This is an optimization exercise on Yosys and OpenROAD, whose aim is small area, a short achievable clock period and few clock cycles per item, not a production implementation.
The RTL was checked by simulation tests, not by an equivalence proof against the original design.
Power and IR drop assume default switching activity.

==> flow/design.v <==
package bst_pkg;
    localparam int TOKEN_WIDTH   = 8;
    localparam int PAYLOAD_WIDTH = 32;
    localparam int NODE_COUNT    = 16;
endpackage
`timescale 1ns/1ps
module bst_engine_top (
    input  logic              aclk,
    input  logic              aresetn,
    input  logic              req_valid,
    output logic              req_ready,
    input  logic [47:0]       req,
    output logic              cpl_valid,
    input  logic              cpl_ready,
    output logic [32:0]       cpl
);
    localparam int N  = bst_pkg::NODE_COUNT;
    localparam int TW = bst_pkg::TOKEN_WIDTH;
    localparam int PW = bst_pkg::PAYLOAD_WIDTH;
    logic [TW-1:0] tok [N];
    logic [PW-1:0] pay [N];
    logic [N-1:0]  dead;     
    logic [N-1:0]  used;     
    logic          p_ins;    
    logic          p_dup;    
    logic [N-1:0]  mq0, mq1;     
    logic [1:0]    mq_cnt;
    logic          c_v;
    logic [PW:0]   c_q;
    logic          n_rdy;
    logic          fire, ins_fire, srch_fire, any;
    logic [N-1:0]  wsel, newest, live, match;
    logic          c_free, pop;
    logic [PW-1:0] sel_pay;
    assign req_ready = !n_rdy;
    assign cpl_valid = c_v;
    assign cpl       = c_q;
    assign fire      = req_valid && !n_rdy;
    assign ins_fire  = fire && (req[47:40] == 8'd1);
    assign srch_fire = fire && (req[47:40] == 8'd2);
    always_comb begin
        for (int i = 0; i < N; i++) begin
            wsel[i]   = ((i == 0) ? 1'b1 : used[i-1]) && !used[i];
            newest[i] = used[i] && ((i == N-1) ? 1'b1 : !used[i+1]);
            live[i]   = used[i] && ((p_ins && newest[i]) ? !p_dup : !dead[i]);
        end
    end
    always_comb begin
        for (int i = 0; i < N; i++)
            match[i] = live[i] && (tok[i] == req[39:32]);
    end
    assign any = |match;
    always_ff @(posedge aclk) begin
        for (int i = 0; i < N; i++) begin
            if (wsel[i]) begin
                tok[i] <= req[39:32];
                pay[i] <= req[31:0];
            end
            if (p_ins && newest[i]) dead[i] <= p_dup;
        end
    end
    always_ff @(posedge aclk) begin
        p_dup <= any;
    end
    always_ff @(posedge aclk or negedge aresetn) begin
        if (!aresetn) begin
            used  <= '0;
            p_ins <= 1'b0;
        end else begin
            if (ins_fire) used <= {used[N-2:0], 1'b1};
            p_ins <= ins_fire && !used[N-1];
        end
    end
    assign c_free = !c_v || cpl_ready;
    assign pop    = c_free && (mq_cnt != 2'd0);
    always_ff @(posedge aclk) begin
        if (mq_cnt == 2'd0 || pop) mq0 <= mq_cnt[1] ? mq1 : match;
        if (mq_cnt == 2'd1)        mq1 <= match;
    end
    always_ff @(posedge aclk or negedge aresetn) begin
        if (!aresetn) begin
            mq_cnt <= 2'd0;
            c_v    <= 1'b0;
            n_rdy  <= 1'b0;
        end else begin
            case (mq_cnt)
                2'd0:    mq_cnt <= srch_fire ? 2'd1 : 2'd0;
                2'd1:    mq_cnt <= (srch_fire == pop) ? 2'd1 : (srch_fire ? 2'd2 : 2'd0);
                default: mq_cnt <= pop ? 2'd1 : 2'd2;
            endcase
            n_rdy  <= (mq_cnt[1] && !pop) || (mq_cnt == 2'd1 && srch_fire && !pop);
            c_v    <= pop || (c_v && !cpl_ready);
        end
    end
    always_comb begin
        sel_pay = '0;
        for (int i = 0; i < N; i++)
            sel_pay = sel_pay | (pay[i] & {PW{mq0[i]}});
    end
    always_ff @(posedge aclk) begin
        if (c_free) c_q <= {sel_pay, ~|mq0};
    end
endmodule
export LEC_CHECK = 0
export ABC_CLOCK_PERIOD_IN_PS = 1500
export CAP_MARGIN = 20
export CORE_MARGIN = 2
export CORE_UTILIZATION = 70
export CTS_CLUSTER_DIAMETER = 150
export CTS_CLUSTER_SIZE = 25
export SETUP_SLACK_MARGIN = 2.0
export SLEW_MARGIN = 20
create_clock -name core_clock -period 4.0 [get_ports {aclk}]
standard.sh (not shown) runs the stock make flow with config.mk's settings and CLKGATE_MAP_FILE= SYNTH_SCRIPT=/design/flow/synth_recipe.tcl, a recipe that flattens the netlist after the stock synthesis.
==> flow/flow/run.sh <==
#!/bin/bash
# The standard layout, with faster port buffers.
set -euo pipefail
bash standard.sh "BUFFER_PORTS_ARGS=-buffer_cell sky130_fd_sc_hd__buf_4" finish > standard.log 2>&1
The starting point completed without violations.
Testbench counts at the start, summed over its fixed seeds: cycles 12,672, items 12,288.
Change:
CAP_MARGIN = 10   (was 20)
SETUP_SLACK_MARGIN = 2.1   (was 2.0)
SLEW_MARGIN = 10   (was 20)
=>
- cell count came out lower by 1.8%
- hold slack degrades by 0.014 ns
- cell area is about the same


run 1:
Starts from the design.v that is shown in full above.
export LEC_CHECK = 0
export ABC_CLOCK_PERIOD_IN_PS = 1500
export CAP_MARGIN = 20
export CORE_MARGIN = 2
export CORE_UTILIZATION = 60
export CTS_CLUSTER_DIAMETER = 100
export CTS_CLUSTER_SIZE = 30
export SETUP_SLACK_MARGIN = 2.0
export SLEW_MARGIN = 20
create_clock -name core_clock -period 4.0 [get_ports {aclk}]
Scripts as last shown in full above: flow/flow/run.sh
Run 1 did not stop at any stage, and its layout met the timing, design-rule and antenna checks.
Testbench counts of run 1, summed over its fixed seeds: cycles 12,672, items 12,288.
Edits applied to the flow inputs when going from run 1 to run 2:
- a change of CTS_CLUSTER_SIZE from 30 to 25
- a change of CTS_CLUSTER_DIAMETER from 100 to 150
==> flow/flow/run.sh <==
#!/bin/bash
# The standard layout with faster port buffers; after placement each
# register that feeds an output port's buffer is moved next to it.
set -euo pipefail
B="BUFFER_PORTS_ARGS=-buffer_cell sky130_fd_sc_hd__buf_4"
bash standard.sh "$B" place > standard_place.log 2>&1
openroad -no_init -exit flow/move_out_regs.tcl > move_out_regs.log 2>&1
bash standard.sh "$B" finish > standard.log 2>&1
==> flow/flow/move_out_regs.tcl (new file) <==
# Move each register that drives an output port's buffer onto that
# buffer's spot, legalise, and save the placement back.
set db_file orfs/results/sky130hd/bst_engine_top/base/3_place.odb
read_db $db_file
set block [ord::get_db_block]
set moved 0
foreach bt [$block getBTerms] {
  if {[$bt getIoType] != "OUTPUT"} continue
  set net [$bt getNet]
  if {$net == "NULL"} continue
  set buf ""
  foreach it [$net getITerms] { if {[$it isOutputSignal]} { set buf [$it getInst] } }
  if {$buf == ""} continue
  set drv ""
  foreach it [$buf getITerms] {
    if {[$it isInputSignal] && [$it getNet] != "NULL"} {
      foreach it2 [[$it getNet] getITerms] { if {[$it2 isOutputSignal]} { set drv [$it2 getInst] } }
    }
  }
  if {$drv == ""} continue
  if {![[$drv getMaster] isSequential]} continue
  set bb [$buf getBBox]
  $drv setLocation [$bb xMin] [$bb yMin]
  $drv setPlacementStatus PLACED
  incr moved
}
puts "moved $moved output registers"
detailed_placement
check_placement -verbose
write_db $db_file
--- outcome ---
- Combinational power of run 1 is on par with run 2.
- [compare] base=run 1 new=run 2: via count of the first global-routing pass rose 133; total wire length after detailed routing rose 890 um; worst setup margin fell 28 ps; ratio of final minimum period to clock period rose 0.70 points; switching power of the nets rose 4.3%.
- Number of antenna violations at the first check in global routing came out exactly the same in run 1 and run 2.
Edits applied to the flow inputs when going from run 2 to run 3:
- GPL_TIMING_DRIVEN: unset -> 1
==> flow/flow/run.sh <==
#!/bin/bash
# The standard layout, with faster port buffers.
set -euo pipefail
bash standard.sh "BUFFER_PORTS_ARGS=-buffer_cell sky130_fd_sc_hd__buf_4" finish > standard.log 2>&1
removed: flow/flow/move_out_regs.tcl
Notes after the runs:
Both conditions hold for run 3: the flow ran to the end and the final layout passed the timing, design-rule and antenna checks.
Between run 2 and run 3, the routed wire length is higher for run 2.
Cmp run 3 vs run 2: number of buffers inserted by post-CTS setup repair higher in run 3
Of run 2 and run 3, the run reporting the higher worst setup slack was run 3.
Global-route met2 utilization: higher on run 3
Compared with run 2, in run 3 fraction of final layout cells sized beyond drive strength 1 picked up an extra 0.22 points; via count shows a reduction of 59; register fraction of the total cell area ~0 delta; first-iteration DRC count held.

## separate check: timing with driven ports
The results above use ideal ports. As a check the final layouts listed here were re-extracted and re-timed, cells and wires unchanged. Step 1 assumes that a clkbuf_16 drives the clock port and a buf_2 every other input. Step 2 also shifts input and output timing later by t, the mid clock arrival at the registers, as if the neighbouring blocks saw the same clock. Three values: ideal ports, drivers, drivers and shift; two values: the first two.
| run | t (ns) | setup slack, ns | cell pins on the clock port's net |
|---|---|---|---|
| the first run of note 1 | 0.625 | 1.973 / 1.943 / 1.597 | 1 |
| the second run of note 1 | 0.635 | 1.980 / 1.923 / 1.643 | 1 |
| run 1 | 0.675 | 1.957 / 1.901 / 1.581 | 1 |
| run 2 | 0.637 | 1.930 / 1.930 / 1.565 | 1 |
| run 3 | 0.626 | 2.000 / 1.942 / 1.587 | 1 |
After both steps setup and hold are still met in every run listed. The setup slack of run 3, which loses most, moves by -0.058 ns with the drivers and by -0.413 ns with both steps.
